This is an optimization exercise on Yosys and OpenROAD, whose aim is a short achievable clock period and few clock cycles, not a production implementation. The RTL was checked by simulation tests, not by an equivalence proof against the original design. Power figures rest on the tool's default switching activity, not on a simulated workload.

<file path="flow/constraint.sdc">
create_clock -name core_clock -period 10.0 [get_ports {clk}]
set_input_delay 2.0000 -clock core_clock [delete_from_list [all_inputs] [get_ports {clk}]]
set_output_delay 2.0000 -clock core_clock [all_outputs]
set_load 0.01 [all_outputs]
</file>
<file path="flow/config.mk">
export PLATFORM = sky130hd
export DESIGN_NAME = phaseCpu
export DESIGN_NICKNAME = phaseCpu
export VERILOG_FILES = /design/flow/design.v
export SDC_FILE = /design/flow/constraint.sdc
export NUM_CORES = 4
export LEC_CHECK = 0
export ABC_CLOCK_PERIOD_IN_PS = 3000
export CAP_MARGIN = 20
export CORE_MARGIN = 2
export CORE_UTILIZATION = 40
export SLEW_MARGIN = 20
</file>
<file path="flow/design.v">
package phaseCpuPkg;
  typedef logic [9-1:0] word_t;      
  typedef logic [24-1:0] instr_t;    
  typedef logic signed [7:0] pc_t;             
  typedef logic [2:0] regAddr_t;               
  typedef logic [3:0] dataAddr_t;              
  typedef logic [6-1:0] phase_t;    
  typedef enum logic [3:0] {
    NOP  = 4'h0,
    LD   = 4'h1,    
    ADD  = 4'h2,
    SUB  = 4'h3,
    INC  = 4'h4,
    DEC  = 4'h5,
    COP  = 4'h6,    
    MUL  = 4'h7,
    AND  = 4'h8,
    XOR  = 4'h9,
    JUMP = 4'hA,    
    JZ   = 4'hB,    
    JG   = 4'hC,
    JL   = 4'hD
  } opcode_t;
  typedef struct packed {
    logic z;    
    logic l;    
    logic g;    
  } flags_t;
endpackage
`timescale 1ns/1ps
module bundleForm #(
  parameter int PW = 37,
  parameter int F_J = 8,
  parameter int F_TGT = 25,
  parameter int F_ISBR = 35
) (
  input  logic [PW-1:0] w,
  input  logic [PW-1:0] w1,
  input  logic [31:0]   aOH,
  output logic          fold,
  output logic [3:0]    j,
  output logic [31:0]   fallOH,
  output logic [31:0]   tgtOH
);
  logic [4:0] tgt;
  assign fold   = !w[F_ISBR] && w1[F_ISBR];
  assign j      = fold ? w1[F_J +: 4] : w[F_J +: 4];
  assign tgt    = fold ? w1[F_TGT +: 5] : w[F_TGT +: 5];
  assign fallOH = fold ? {aOH[29:0], aOH[31:30]} : {aOH[30:0], aOH[31]};
  always_comb
  begin
    for (int k = 0; k < 32; k++)
      tgtOH[k] = (tgt == 5'(k));
  end
endmodule
module phaseCpu (
  input  logic              clk,
  input  logic              rst,
  input  logic              run,
  input  logic              progWrite,
  input  logic [4:0]        progAddr,
  input  logic [23:0]       progData,
  input  logic [8:0]        portIn,
  output logic [8:0]        portOut,
  output logic              portWrite
);
  localparam int F_ALU   = 0;     
  localparam int F_J     = 8;     
  localparam int F_W     = 12;    
  localparam int F_R     = 15;    
  localparam int F_D     = 18;    
  localparam int F_DW    = 22;
  localparam int F_WB    = 23;
  localparam int F_RD    = 24;
  localparam int F_TGT   = 25;    
  localparam int F_ISALU = 30;
  localparam int F_MEMST = 31;
  localparam int F_PORTS = 32;
  localparam int F_PORTR = 33;
  localparam int F_WBALU = 34;    
  localparam int F_ISBR  = 35;    
  localparam int PW      = 36;
  logic [3:0]    inOp;
  logic          inJmpAny, inWb, inRd, inIsAlu;
  logic [PW-1:0] inWord;
  assign inOp     = progData[23:20];
  assign inJmpAny = (inOp == 4'hA) || (inOp == 4'hB) || (inOp == 4'hC) || (inOp == 4'hD);
  assign inWb     = inJmpAny ? 1'b0 : progData[6];
  assign inRd     = inJmpAny ? 1'b1 : progData[5];
  assign inIsAlu  = (inOp >= 4'h2) && (inOp <= 4'h9);
  always_comb
  begin
    for (int k = 0; k < 8; k++)
      inWord[F_ALU + k] = (inOp == 4'(k + 2));
    inWord[F_J + 0]        = (inOp == 4'hA);
    inWord[F_J + 1]        = (inOp == 4'hB);
    inWord[F_J + 2]        = (inOp == 4'hC);
    inWord[F_J + 3]        = (inOp == 4'hD);
    inWord[F_W +: 3]       = progData[18:16];
    inWord[F_R +: 3]       = progData[14:12];
    inWord[F_D +: 4]       = progData[11:8];
    inWord[F_DW]           = progData[15];
    inWord[F_WB]           = inWb;
    inWord[F_RD]           = inRd;
    inWord[F_TGT +: 5]     = progAddr + progData[16:12];
    inWord[F_ISALU]        = inIsAlu;
    inWord[F_MEMST]        = !inRd && (progData[11:8] != 4'hF);
    inWord[F_PORTS]        = !inRd && (progData[11:8] == 4'hF);
    inWord[F_PORTR]        = inRd && (progData[11:8] == 4'hF);
    inWord[F_WBALU]        = progData[15] && inIsAlu && inWb;
    inWord[F_ISBR]         = inJmpAny;
  end
  logic [PW-1:0] pm [32];
  always_ff @(posedge clk)
  begin
    if (progWrite && !run)
      pm[progAddr] <= inWord;
  end
  logic          started;       
  logic [PW-1:0] e;             
  logic [3:0]    eJ;            
  logic          hasFb;         
  logic          fbPortRd;      
  logic          fbSameSt;      
  logic [31:0]   eFallOH;       
  logic [31:0]   eTgtOH;        
  logic [8:0]    opA, opB;      
  logic [8:0]    memVal;        
  logic [8:0]    fbMemVal;      
  logic [8:0]    regs [8];
  logic [8:0]    mem  [15];
  logic [8:0]    res, dw;
  logic          fz, fl, fg;
  logic [8:0]    portInQ;
  logic [8:0] aluRes;
  logic [8:0] prod;
  logic [8:0] dwMain, dwFb, wbEarly;
  logic       taken;
  logic       zNew, lNew, gNew;
  logic       zE, lE, gE;
  logic [9:0] az, bz;           
  assign prod = 9'(opA * opB);
  logic       mulDone;          
  logic [8:0] prodQ;
  logic       adv;              
  assign adv = run && !(e[F_ALU + 5] && !mulDone);
  always_ff @(posedge clk)
  begin
    prodQ <= prod;
    if (run)
      mulDone <= e[F_ALU + 5] && !mulDone;
    else if (!started)
      mulDone <= 1'b0;
  end
  always_comb
  begin
    aluRes = '0;
    if (e[F_ALU + 0]) aluRes = aluRes | (opA + opB);
    if (e[F_ALU + 1]) aluRes = aluRes | (opA - opB);
    if (e[F_ALU + 2]) aluRes = aluRes | (opA + 9'd1);
    if (e[F_ALU + 3]) aluRes = aluRes | (opA - 9'd1);
    if (e[F_ALU + 4]) aluRes = aluRes | opB;
    if (e[F_ALU + 5]) aluRes = aluRes | prodQ;
    if (e[F_ALU + 6]) aluRes = aluRes | (opA & opB);
    if (e[F_ALU + 7]) aluRes = aluRes | (opA ^ opB);
  end
  always_comb
  begin
    for (int i = 0; i <= 9; i++)
    begin
      az[i] = 1'b1;
      bz[i] = 1'b1;
      for (int j = 0; j < i; j++)
      begin
        az[i] = az[i] & !opA[j];
        bz[i] = bz[i] & !opB[j];
      end
    end
    zNew = 1'b0;
    if (e[F_ALU + 0]) zNew = zNew | ((opA ^ opB) == {opA[7:0] | opB[7:0], 1'b0});
    if (e[F_ALU + 1]) zNew = zNew | (opA == opB);
    if (e[F_ALU + 2]) zNew = zNew | (opA == 9'h1FF);
    if (e[F_ALU + 3]) zNew = zNew | (opA == 9'h001);
    if (e[F_ALU + 4]) zNew = zNew | (opB == 9'h000);
    if (e[F_ALU + 5])
      for (int i = 0; i <= 9; i++)
        zNew = zNew | (az[i] & bz[9 - i]);
    if (e[F_ALU + 6]) zNew = zNew | ((opA & opB) == 9'h000);
    if (e[F_ALU + 7]) zNew = zNew | (opA == opB);
  end
  assign lNew = $signed(opA) < $signed(opB);
  assign gNew = $signed(opA) > $signed(opB);
  assign zE = e[F_ISALU] ? zNew : fz;
  assign lE = e[F_ISALU] ? lNew : fl;
  assign gE = e[F_ISALU] ? gNew : fg;
  assign taken = eJ[0] | (eJ[1] & zE) | (eJ[2] & gE) | (eJ[3] & lE);
  assign dwMain  = e[F_RD] ? (e[F_PORTR] ? portInQ : memVal) : dw;
  assign dwFb    = fbPortRd ? portInQ : (fbSameSt ? opB : fbMemVal);
  assign wbEarly = e[F_DW] ? res : dwMain;    
  always_ff @(posedge clk)
  begin
    if (adv)
    begin
      if (e[F_ISALU])
      begin
        res <= aluRes;
        fz  <= zNew;
        fl  <= lNew;
        fg  <= gNew;
      end
      if (e[F_RD] || hasFb)
        dw <= hasFb ? dwFb : dwMain;
      if (e[F_WB])
        regs[e[F_W +: 3]] <= e[F_WBALU] ? aluRes : wbEarly;
      if (e[F_MEMST])
        mem[e[F_D +: 4]] <= opB;
    end
  end
  always_ff @(posedge clk)
  begin
    portInQ <= portIn;    
    portOut <= opB;
  end
  always_ff @(posedge clk or posedge rst)
  begin
    if (rst)
    begin
      portWrite <= 1'b0;
      started   <= 1'b0;
    end
    else
    begin
      portWrite <= adv && e[F_PORTS];
      started   <= started || run;
    end
  end
  logic [31:0]   cOH   [2];
  logic [PW-1:0] cw    [2];
  logic [PW-1:0] cw1   [2];
  logic          cFold [2];
  logic [3:0]    cJ    [2];
  logic [31:0]   cFall [2];
  logic [31:0]   cTgt  [2];
  logic          cFwdA [2];
  logic          cFwdB [2];
  logic [8:0]    cA    [2];     
  logic [8:0]    cB    [2];
  logic [8:0]    cM    [2];
  logic [8:0]    cFM   [2];
  logic          cSame [2];
  assign cOH[0] = eFallOH;
  assign cOH[1] = eTgtOH;
  for (genvar c = 0; c < 2; c++)
  begin : g_cand
    logic [31:0] oh1;
    logic [2:0]  wA, wB;
    logic [3:0]  d, d1;
    assign oh1 = {cOH[c][30:0], cOH[c][31]};
    always_comb
    begin
      cw[c]  = '0;
      cw1[c] = '0;
      for (int k = 0; k < 32; k++)
      begin
        cw[c]  = cw[c]  | (pm[k] & {PW{cOH[c][k]}});
        cw1[c] = cw1[c] | (pm[k] & {PW{oh1[k]}});
      end
    end
    bundleForm #(.PW(PW), .F_J(F_J), .F_TGT(F_TGT), .F_ISBR(F_ISBR)) i_form (
      .w(cw[c]), .w1(cw1[c]), .aOH(cOH[c]),
      .fold(cFold[c]), .j(cJ[c]), .fallOH(cFall[c]), .tgtOH(cTgt[c])
    );
    assign wA = cw[c][F_W +: 3];
    assign wB = cw[c][F_R +: 3];
    assign d  = cw[c][F_D +: 4];
    assign d1 = cw1[c][F_D +: 4];
    assign cFwdA[c] = e[F_WB] && (e[F_W +: 3] == wA);
    assign cFwdB[c] = e[F_WB] && (e[F_W +: 3] == wB);
    assign cA[c]    = cFwdA[c] ? wbEarly : regs[wA];
    assign cB[c]    = cFwdB[c] ? wbEarly : regs[wB];
    assign cM[c]    = (e[F_MEMST] && e[F_D +: 4] == d) ? opB :
                      ((d == 4'hF) ? 9'd0 : mem[d]);
    assign cFM[c]   = (e[F_MEMST] && e[F_D +: 4] == d1) ? opB :
                      ((d1 == 4'hF) ? 9'd0 : mem[d1]);
    assign cSame[c] = cw[c][F_MEMST] && (d == d1);
  end
  logic nAluA, nAluB;
  logic [8:0] nA, nB;
  assign nAluA = e[F_WBALU] && (taken ? cFwdA[1] : cFwdA[0]);
  assign nAluB = e[F_WBALU] && (taken ? cFwdB[1] : cFwdB[0]);
  assign nA    = nAluA ? aluRes : (taken ? cA[1] : cA[0]);
  assign nB    = nAluB ? aluRes : (taken ? cB[1] : cB[0]);
  logic [PW-1:0] lw, lw1;
  logic          lFold;
  logic [3:0]    lJ;
  logic [31:0]   lFall, lTgt;
  assign lw  = (progWrite && progAddr == 5'd0) ? inWord : pm[0];
  assign lw1 = (progWrite && progAddr == 5'd1) ? inWord : pm[1];
  bundleForm #(.PW(PW), .F_J(F_J), .F_TGT(F_TGT), .F_ISBR(F_ISBR)) i_form0 (
    .w(lw), .w1(lw1), .aOH(32'd1),
    .fold(lFold), .j(lJ), .fallOH(lFall), .tgtOH(lTgt)
  );
  always_ff @(posedge clk)
  begin
    if (adv)
    begin
      e        <= taken ? cw[1] : cw[0];
      eJ       <= taken ? cJ[1] : cJ[0];
      hasFb    <= taken ? cFold[1] : cFold[0];
      fbPortRd <= taken ? cw1[1][F_PORTR] : cw1[0][F_PORTR];
      fbSameSt <= taken ? cSame[1] : cSame[0];
      eFallOH  <= taken ? cFall[1] : cFall[0];
      eTgtOH   <= taken ? cTgt[1] : cTgt[0];
      opA      <= nA;
      opB      <= nB;
      memVal   <= taken ? cM[1] : cM[0];
      fbMemVal <= taken ? cFM[1] : cFM[0];
    end
    else if (!run && !started)
    begin
      e        <= lw;
      eJ       <= lJ;
      hasFb    <= lFold;
      fbPortRd <= lw1[F_PORTR];
      fbSameSt <= lw[F_MEMST] && (lw[F_D +: 4] == lw1[F_D +: 4]);
      eFallOH  <= lFall;
      eTgtOH   <= lTgt;
    end
  end
endmodule
</file>
<file path="flow/standard.sh">
#!/bin/bash
# synth_recipe.tcl (not shown) runs the flow's synth.tcl, then flattens the netlist and writes it again
# the make line also repeats each setting of config.mk as NAME=value (left out here)
make -C /OpenROAD-flow-scripts/flow DESIGN_CONFIG=/design/flow/config.mk WORK_HOME=/design/flow/orfs CLKGATE_MAP_FILE= SYNTH_SCRIPT=/design/flow/synth_recipe.tcl "${@:-finish}"
</file>
<file path="flow/flow/run.sh">
#!/bin/bash
set -euo pipefail
bash standard.sh SETUP_SLACK_MARGIN=6.7 finish > standard_flow.log 2>&1
</file>
==> impl_metrics.env <==
export IMPL_status="finished clean"
export IMPL_hold_start="started"
export IMPL_ff2ff_path_depth=13
export IMPL_yosysWarnings=26
export IMPL_clock_sinks=1540
export IMPL_critPathKind="reg2reg"
export IMPL_fmax_mhz=248
export IMPL_vdd_drop_max_v=0.000157
export IMPL_drt_pre_antenna_iters=17
export IMPL_area_growth_pct=22.0
export IMPL_finalSetupTns_ps=0
export IMPL_ys_types=81
export IMPL_h_tree_depth=4
export IMPL_startpoint_type="register"
export IMPL_p_leak_nw=32.9
export IMPL_drtAntennaViolNets=0
export IMPL_fin_crit_sh_pct=40.3
export IMPL_clkSlewWorstSetupHoldPaths_ps=70
export IMPL_hold_violations=0
export IMPL_layout_common_cells="edfxtp_1, a22oi_1, mux2i_1"
export IMPL_routedWlPerCell_microns=45.6
export IMPL_arrival_ps=4720
export IMPL_vias_per_cell=7.93
export IMPL_start_util_pct=40.2
export IMPL_ys_ff_latch=1540
export IMPL_wirelength_mm=424
export IMPL_synth_edf_count=1511
export IMPL_via_count=73800
export IMPL_setup_viol=0
export IMPL_fin_crit_ps=4030
export IMPL_cts_path_max_buffers=3
export IMPL_synth_area_sq_mm=0.0792
export IMPL_final_common_cell="edfxtp_1"
export IMPL_syn_avg_cell_area_sq_um=12.7
export IMPL_reg2reg_from="eTgtOH[10]"
export IMPL_maxSlewHeadroom_pct=23.0
export IMPL_ctsHoldBuffers=0
export IMPL_post_dp_hpwl_mm=221
export IMPL_row_count=163
export IMPL_worst_pin_slew_ps=1150
export IMPL_critPathMaxFanout=30
export IMPL_critPathRequiredTime_ps=10690
export IMPL_cts_tree="yes"
export IMPL_cp_slowest_stage_delay_ps=530
export IMPL_synthFlopType="edfxtp_1"
export IMPL_slew_viol_final=0
export IMPL_n_fill_cell=17000
export IMPL_drt_iter0_drc=19000
export IMPL_cp_startpoint="eTgtOH[10]"
export IMPL_synth_area_leader_cell="edfxtp_1"
export IMPL_drc_errors=0
export IMPL_multiInputGateArea_sq_mm=0.0338
export IMPL_synthTopCellsByArea="edfxtp_1, a22oi_1, mux2i_1, a22o_1, a221oi_1"
export IMPL_powerDensity_mw_per_mm2=159
export IMPL_place_congestion=0.996
export IMPL_crit_chain="buf_6, buf_6, a22oi_1, nand4_1, nor4_1, or4_4, buf_16, mux2_4, a21oi_4, o31a_1, buf_6, nand3_2, nor2_1"
export IMPL_postLayoutCoreUtil_pct=49.0
export IMPL_clk_latency_ps=850
export IMPL_grt_usage_pct=40.4
export IMPL_end_kind="register"
export IMPL_coreArea_sq_mm=0.197
export IMPL_yosysSeqAreaShare_pct=58.0
export IMPL_final_nets=6623
export IMPL_syn_num_nets=6367
export IMPL_dieArea_sq_mm=0.202
export IMPL_grt_pass1_wl_mm=571
export IMPL_die_h_microns=449
export IMPL_regArea_sq_mm=0.0460
export IMPL_antenna_found_initial=15
export IMPL_drive_gt1_share_pct=22.3
export IMPL_cts_inserted_buffers=167
export IMPL_grt_setup_unrepaired="true"
export IMPL_hold_depth=1
export IMPL_port_buffers=44
export IMPL_cap_violations=0
export IMPL_grt_pass1_vias=69400
export IMPL_io_pins=52
export IMPL_hold_path_class="reg2reg"
export IMPL_skew_ps=51.3
export IMPL_slowest_stage="buf_6"
export IMPL_synth_cells=6252
export IMPL_clockRootBuffer="clkbuf_16"
export IMPL_async_reset_ff_share_pct=0.130
export IMPL_die_w_microns=449
export IMPL_path_common_cell="buf_6"
export IMPL_synth_top_area_share_pct=57.3
export IMPL_grt_max_degree=75
export IMPL_grt_remaining_overflow=0
[metal layers]
layer  part of all wire, %  GRT usage (%)
met1                    32           48.3
met2                    40           56.0
met3                    18           19.0
met4                    11           30.5
met5                  0.12           1.42
[where the power goes]
group	total [mW]	leakage (nW)	switching (mW)	internal, mW
sequential	7.29	12.9	0.0932	7.19
combinational	1.79	17.3	1.25	0.541
clock	6.26	2.64	2.78	3.48
[synth_stat cells, drive strengths merged, types with 44 or more instances]
cell,count
edfxtp,1511
a22oi,1124
mux2i,455
clkbuf,332
nand4,318
a22o,271
a221oi,264
buf,254
nor2,228
nand2,187
mux2,153
o21ai,121
a21oi,105
a211oi,100
nand3,79
o211ai,76
inv,75
nor3,67
xnor2,62
nor4,56
ha,52
nor2b,44
[cells by family (layout without fill, tap and decap cells)]
kind of cell    count (synthesis)  in the layout  synth area share [%]
buf+inv                       662           1041                  3.38
xor+xnor                       93             97                  1.03
fa+ha+maj                      73             73                  1.35
simple gates                 1062           1073                  6.99
flops                        1540           1540                  58.0
other cells                     0             12                     0
mux                           608            608                  7.93
compound gates               2214           2215                  21.3
[worst paths after layout]
kind,end,slack (ps)
worst min-delay path,started,580
max in group asynchronous,portWrite,8290
worst max register to register,eTgtOH[13],5970
min in group asynchronous,portWrite,1560
worst max-delay path,eTgtOH[13],5970
worst min register to register,started,580
[area by class of cell]
class,count,share of cell area [%]
sequential,1540,47.6
multi-input combinational,4066,35.0
timing repair buffer,654,7.96
clock buffer,200,4.53
tap,2640,3.42
clock inverter,108,1.04
inverter,76,0.398
antenna,12,0.0311
timing repair inverter,3,0.0233
[repair_timing]
item                                   4_1_cts  5_1_grt
buffers inserted                           280       28
setup endpoints to repair                 2179     1077
pin swaps                                  172       93
endpoints found under the hold margin        0        0
gates cloned                                43        6
gates resized for setup                    735      200
[through the flow]
stage	instances	area, sq um	hold WS [ps]	worst slack [ps]	total power [mW]
finish	9299	96600	576	5970	15.3
global route	9288	96600	603	5970	15.5
CTS	9253	95300	573	6120	15.1
detailed placement	8622	83600	558	3800	8.81
global placement	8621	83600	543	3900	8.81
floorplan	6252	80200	458	5630	8.15
[critical path, delay by kind of cell (launching register included)]
family | cells | cell delay (ps)
DFF | 1 | 350
muxes | 1 | 420
buffers and inverters | 4 | 1360
and+or+nand+nor | 5 | 1030
AOI/OAI and AO/OA | 3 | 540
[registers in the layout, indices dropped and copies added (netlist names), 23 cells and up]
signal,cells
e,23
eFallOH,32
eTgtOH,32
mem,135
pm,1152
regs,72
Testbench counts, summed over its fixed seeds: cycles 38,077.

==> separate check: timing with driven ports <==
In the flow no input, the clock included, has a driving cell. The finished layout below was timed again as built, in two steps.
Step 1 (the two cells are an assumption about what drives the block):
set clk [get_ports {clk}]
set_driving_cell -lib_cell sky130_fd_sc_hd__clkbuf_16 $clk
set_driving_cell -lib_cell sky130_fd_sc_hd__buf_2 [delete_from_list [all_inputs] $clk]
Step 2 adds t to the input delays and takes it off the output delays; t is the mean of the earliest and latest rising clock arrival at the registers after step 1. Input paths then give back, and output paths get back, about the clock's delay inside the block.
a / b / c = ideal / step 1 / step 2; a / b = the first two.
t, ns: 0.921
setup slack, ns: 5.966 / 5.966 / 5.266
worst setup path after step 2: input to register
pins driven straight from the clock port: 1
After both steps setup and hold are still met in this run. The setup slack of this run moves by 0.000 ns with the drivers and by -0.700 ns with both steps.
